This is an optimization exercise on Yosys and OpenROAD, whose aim is small area, not a production implementation.
Only simulation tests tie the RTL to the original design; equivalence was not proved.
No activity file was given, so power comes from the tool's default toggle rates.

==> flow/design.v, too long to show whole: its modules and the start of the top module <==
// module jpeg_capture_addr: 998 lines
// module jpeg_capture_area_eq: 1036 lines
// module jpeg_capture_fifo: 42 lines
// module jpeg_pixel_capture: 165 lines
module jpeg_pixel_capture #(
    parameter int ADDR_W     = 24,
    parameter int FIFO_DEPTH = 16,
    parameter int DIM_W      = 16
) (
    input  logic                 clk,
    input  logic                 rst,
    input  logic                 FrameStart,
    input  logic                 Format,
    input  logic [ADDR_W-1:0]    BaseAddr,
    input  logic                 PixEnable,
    input  logic [DIM_W-1:0]     PixWidth,
    input  logic [DIM_W-1:0]     PixHeight,
    input  logic [DIM_W-1:0]     PixX,
    input  logic [DIM_W-1:0]     PixY,
    input  logic [7:0]           PixR,
    input  logic [7:0]           PixG,
    input  logic [7:0]           PixB,
    output logic                 MemValid,
    input  logic                 MemReady,
    output logic [ADDR_W-1:0]    MemAddr,
    output logic [31:0]          MemData,
    output logic [3:0]           MemStrb,
    output logic                 Busy,
    output logic                 FrameDone,
    output logic                 Overflow,
    output logic                 RangeErr,
    output logic [2*DIM_W-1:0]   PixCount,
    output logic [31:0]          FrameCrc
);
  // ...
==> flow/run.sh <==
#!/bin/bash
# synth_recipe.tcl (not shown) runs the flow's synth.tcl, then flattens the netlist and writes it again
# the make line also repeats each setting of config.mk as NAME=value (left out here)
make -C /OpenROAD-flow-scripts/flow DESIGN_CONFIG=/design/flow/config.mk WORK_HOME=/design/flow/orfs CLKGATE_MAP_FILE= SYNTH_SCRIPT=/design/flow/synth_recipe.tcl finish
==> flow/config.mk <==
export PLATFORM = sky130hd
export DESIGN_NAME = jpeg_pixel_capture
export DESIGN_NICKNAME = jpeg_pixel_capture
export VERILOG_FILES = /design/flow/design.v
export SDC_FILE = /design/flow/constraint.sdc
export NUM_CORES = 4
export LEC_CHECK = 0
export CAP_MARGIN = 20
export CORE_MARGIN = 2
export CORE_UTILIZATION = 40
export SLEW_MARGIN = 20
==> flow/constraint.sdc <==
create_clock -name core_clock -period 12.0 [get_ports {clk}]
set_input_delay 2.4000 -clock core_clock [delete_from_list [all_inputs] [get_ports {clk}]]
set_output_delay 2.4000 -clock core_clock [all_outputs]
set_load 0.01 [all_outputs]
==> flow_summary_export.csv, run 1 <==
group,metric,value,unit
status,status,"no timing/DRC/antenna violations",
worst_hold_path,whs_path_depth,0,
logic_synthesis,synth_ff_type,"edfxtp_1",
cts,cts_buffer_depth,3,
placement,place_ws,1125,ps
logic_synthesis,ys_warn_count,7,
layout,multi_input_area,21940,um^2
layout,clk_share,0.05848,
critical_path,rr_worst_depth,40,
die,core_area,129300,um^2
timing,rsz0062_at_grt,"no",
timing,setup_viol,0,
layout,buffers,328,
logic_synthesis,yosysSeqAreaShare,0.5401,
critical_path,cp.depth,40,
routing,wl_met2,71780,um
routing,routed-wl-met3,11100,um
logic_synthesis,syn_area,52000,um^2
grt,antenna_found_initial,4,
logic_synthesis,synth_edf_count,784,
critical_path,rrSetupSlack,1790,ps
die,tap_cells,1742,
layout,num_antenna_cells,1,
pwr,ir_drop,0.2422,mV
grt,top_usage_layer,"met2",
critical_path,r2r-start,"fmt_q$_SDFFE_PP0P_",
critical_path,slowest_stage,"dfxtp_4",
layout,stdcell_area,60280,um^2
placement,port_buffers,246,
cts,path_clk_slew,70,ps
grt,met2_usage,0.3751,
placement,place_hpwl,93620,um
layout,fin_util,0.4661,
timing,clock_skew,77.12,ps
die,die_w,364.6,um
layout,instances_no_fill,5854,
routing,met1_length,65860,um
==> inputs of run 2 (changes only) <==
--- a/flow/config.mk
+++ b/flow/config.mk
@@ -7,5 +7,6 @@
 export LEC_CHECK = 0
 export CAP_MARGIN = 20
 export CORE_MARGIN = 2
-export CORE_UTILIZATION = 40
+export CORE_UTILIZATION = 65
+export PLACE_DENSITY = 0.75
 export SLEW_MARGIN = 20
==> run 2 against run 1 <==
Against the previous run: still clean on timing, DRC and antenna; non-clock buffer count increased by 4; fmax down 0.39%; combinational power is 0.9% lower; synthesized area is the same; routed wire length decreased by 9.8%; clock power shrank about 10%; sequential power is essentially flat; final cell count is 12% lower; first-iteration DRC count is 2.6% higher; global-route usage rose by 11 points; worst hold slack gained 20 ps; critical path type is now in -> reg; critical endpoint is now state_q[0]$_SDFFE_PP0P_; largest cell class unchanged.
==> flow_summary_export.csv, run 2 <==
group,metric,value,unit
status,status,"no timing/DRC/antenna violations",
cts,worstSkewPairLatency,680,ps
grt,grt_pass1_wl,205200,um
worst_hold_path,hold_end,"s2_rgb[5]$_DFF_P_",
worst_hold_path,hold_path.class,"reg -> reg",
timing,rsz0062_at_grt,"no",
timing,worst_pin_slew,1123,ps
layout,most-common-layout-cells,"784 x edfxtp_1, 475 x fa_1, 390 x inv_1, 368 x nand2_1, 244 x clkdlybuf4s50_1",
logic_synthesis,synth.most_common_cell,"edfxtp_1",
die,initial_core_util,0.6572,
cts,path_clk_slew,60,ps
cts,cts_root_buffer,"clkbuf_16",
pwr,power.density,213.9,nW/um^2
logic_synthesis,synth_nets,4446,
timing,min_period,10250,ps
run,cap_violations,0,
critical_path,crit_fanout,18,
grt,antenna_found_initial,3,
logic_synthesis,synth_top_area_share,0.4527,
timing,setup-tns-final,0,ps
cts,cts_made_buffers,94,
die,rows,103,
routing,ant_nets,0,
routing,via_per_inst,6.240,
cts,post-cts-setup-buffer-count,0,
grt,grtUsageTotal,0.3409,
logic_synthesis,ys_ff_latch,1011,
routing,drt_first_pass_iters,6,
logic_synthesis,syn_area,52000,um^2
worst_hold_path,hold_path.startpoint,"s1_rgb[5]$_DFF_P_",
routing,via_count,32120,
die,die_w,286.8,um
placement,gp_congestion,0.9286,
logic_synthesis,synth_ff_type,"edfxtp_1",
layout,largest_reg_flops,784,
layout,finalNetCount,4679,
layout,mostFrequentLayoutCell,"edfxtp_1",
placement,port_buffers,246,
logic_synthesis,synth_edf_count,784,
die,die_h,286.8,um
grt,grt_start_max_net_pins,95,
logic_synthesis,yosysSeqAreaShare,0.5401,
routing,drc,0,
timing,max_freq,97.61,MHz
worst_hold_path,whs_path_depth,0,
critical_path,crit_type,"in -> reg",
die,die_area,82280,um^2
placement,place_hpwl,82460,um
critical_path,critPathLaunchType,"input pin",
pwr,ir_drop,0.2674,mV
logic_synthesis,netlist_top_cells_count,"784 x edfxtp_1, 475 x fa_1, 390 x inv_1",
die,core_area,79130,um^2
die,ios,247,
timing,min_period_over_period,0.8538,
critical_path,r2r-start,"fmt_q$_SDFFE_PP0P_",
logic_synthesis,yosys.area.top_type,"edfxtp_1",
layout,area_growth_syn_to_layout,13.47,%
critical_path,end_kind,"flip-flop",
critical_path,rr_worst_depth,40,
pwr,p_leak,22.04,nW
cts,htree_levels,3,
layout,drive_above_1_share,0.07910,
grt,grt_pass1_vias,33210,
layout,largestRegisters,"u_fifo.store x784, PixCount x32, crc_q x32",
logic_synthesis,ys_types,50,
timing,relSlewSlack,0.2512,
timing,setup_viol,0,
grt,overflow,0,
layout,regMostFlops,"u_fifo.store",
layout,fin_util,0.7457,
timing,hold_violations,0,
critical_path,arrival,10740,ps
timing,maxSlewViolCount,0,
cts,cts_tree,"yes",
logic_synthesis,async_reset_ff_frac,0,
routing,drt-initial-drc-count,3411,
logic_synthesis,ys_warn_count,7,
routing,wl,137600,um
cts,hold_buffers,0,
routing,post_drt_wl_per_cell,26.74,um
cts,cts_resized,0,
critical_path,rrSetupSlack,2100,ps
critical_path,timing.rr.end,"s2_addr[23]$_DFF_P_",
cts,cts.sinks,1011,
logic_synthesis,syn_inst,3784,
logic_synthesis,synth_area_per_cell,13.74,um^2
critical_path,crit_required,12490,ps
logic_synthesis,synthTopCellsByArea,"edfxtp_1 45%, fa_1 18%, dfxtp_1 8.7%",
cts,cts_buffer_depth,3,
timing,clock_skew,56.35,ps
[run 2: how the worst max path moves through the flow]
stage,startpoint,endpoint,cells after the start,slack [ps]
2_1_floorplan,fmt_q$_SDFFE_PP0P_,s2_addr[23]$_DFF_P_,42,2060
3_3_place_gp,PixWidth[2],state_q[0]$_SDFFE_PP0P_,25,1280
3_5_place_dp,PixWidth[2],state_q[0]$_SDFFE_PP0P_,26,1160
4_1_cts,PixWidth[2],state_q[0]$_SDFFE_PP0P_,26,1830
5_1_grt,PixHeight[0],state_q[0]$_SDFFE_PP0P_,26,1500
6_report,PixWidth[2],state_q[0]$_SDFFE_PP0P_,26,1760
[run 2: kinds of logic (layout without fill, tap and decap cells)]
kind of cell    after synthesis  count (layout)  synth area share
compound gates              513             513           0.07890
buf+inv                     585             897           0.04252
mux                          73              73           0.01465
xor+xnor                    251             251           0.04954
fa+ha+maj                   544             544            0.1995
other cells                   0               1                 0
flops                      1011            1011            0.5401
simple gates                807             807           0.07478
[run 2: worst max-delay path, cell delays in order]
cell	delay (ps)
clkdlybuf4s50_1	480
buf_4	260
nand2_1	120
fa_1	540
inv_1	50
fa_1	390
fa_1	410
fa_1	390
fa_1	390
fa_1	390
fa_1	390
fa_1	410
fa_1	410
fa_1	390
fa_1	390
fa_1	400
fa_1	450
fa_1	400
fa_1	390
fa_1	390
xor2_1	150
nand4_1	100
nor4_1	260
nand3_1	150
a31oi_1	180
nor2_1	60
[run 2: area by class of cell]
class,instances,area [um^2]
antenna,1,2.502
clock buffer,127,2574
clock inverter,48,538.0
fill,5041,20120
inverter,390,1464
multi-input combinational,2188,21920
sequential,1011,28090
tap,1050,1314
timing repair buffer,332,3098
[run 2: metal layers]
metal / wire length, um / global-route usage / vias up
met5: 0 / 0 / -
met4: 4835 / 0.1169 / 0
met3: 14780 / 0.06905 / 294
met2: 67200 / 0.5626 / 1947
met1: 50820 / 0.4579 / 16250
li1: - / - / 13620
[run 2: where the power goes]
group	switching, mW	total (mW)	internal, mW	leakage, nW
clock	1.30	2.95	1.65	1.51
sequential	0.237	4.33	4.09	8.94
combinational	2.95	5.34	2.40	11.6
total	4.48	12.6	8.14	22.0
[run 2: metrics by stage]
step | cells | total power, mW | worst slack (ps) | cell area [um^2] | hold slack (ps)
detailed placement | 4971 | 9.709 | 1165 | 55890 | 312.1
floorplan | 3784 | 8.247 | 2065 | 52000 | 309.6
finish | 5147 | 12.62 | 1755 | 59000 | 319.6
CTS | 5146 | 12.66 | 1834 | 59000 | 324.2
global route | 5147 | 13.45 | 1500 | 59000 | 322.3
global placement | 4971 | 9.604 | 1277 | 55890 | 310.9

==> separate check: timing with driven ports <==
No port has a modelled driver above. Below, the same layouts with a new extraction and two added sets of constraints.
Step 1, drivers: a clkbuf_16 drives clk and a buf_2 each remaining input, both assumed.
Step 2 times the ports against the registers' clock, not the clock port: input delays grow and output delays shrink by t, the midpoint of the rising clock arrivals with the driver on.
Three values: no drivers, after step 1, after step 2; two values: the first two.
run | t, ns | slack for setup (ns) | hold WS [ns] | worst setup path after step 2 | cell pins on the clock port's net
run 1 | 0.738 | 1.795 / 1.795 / 1.147 | 0.299 / 0.299 / 0.299 | input to register | 1
run 2 | 0.724 | 1.755 / 1.798 / 1.074 | 0.320 / 0.320 / 0.320 | input to register | 1
After both steps every run listed still meets setup and hold. The setup slack of run 2, which loses most, moves by +0.043 ns with the drivers and by -0.681 ns with both steps.
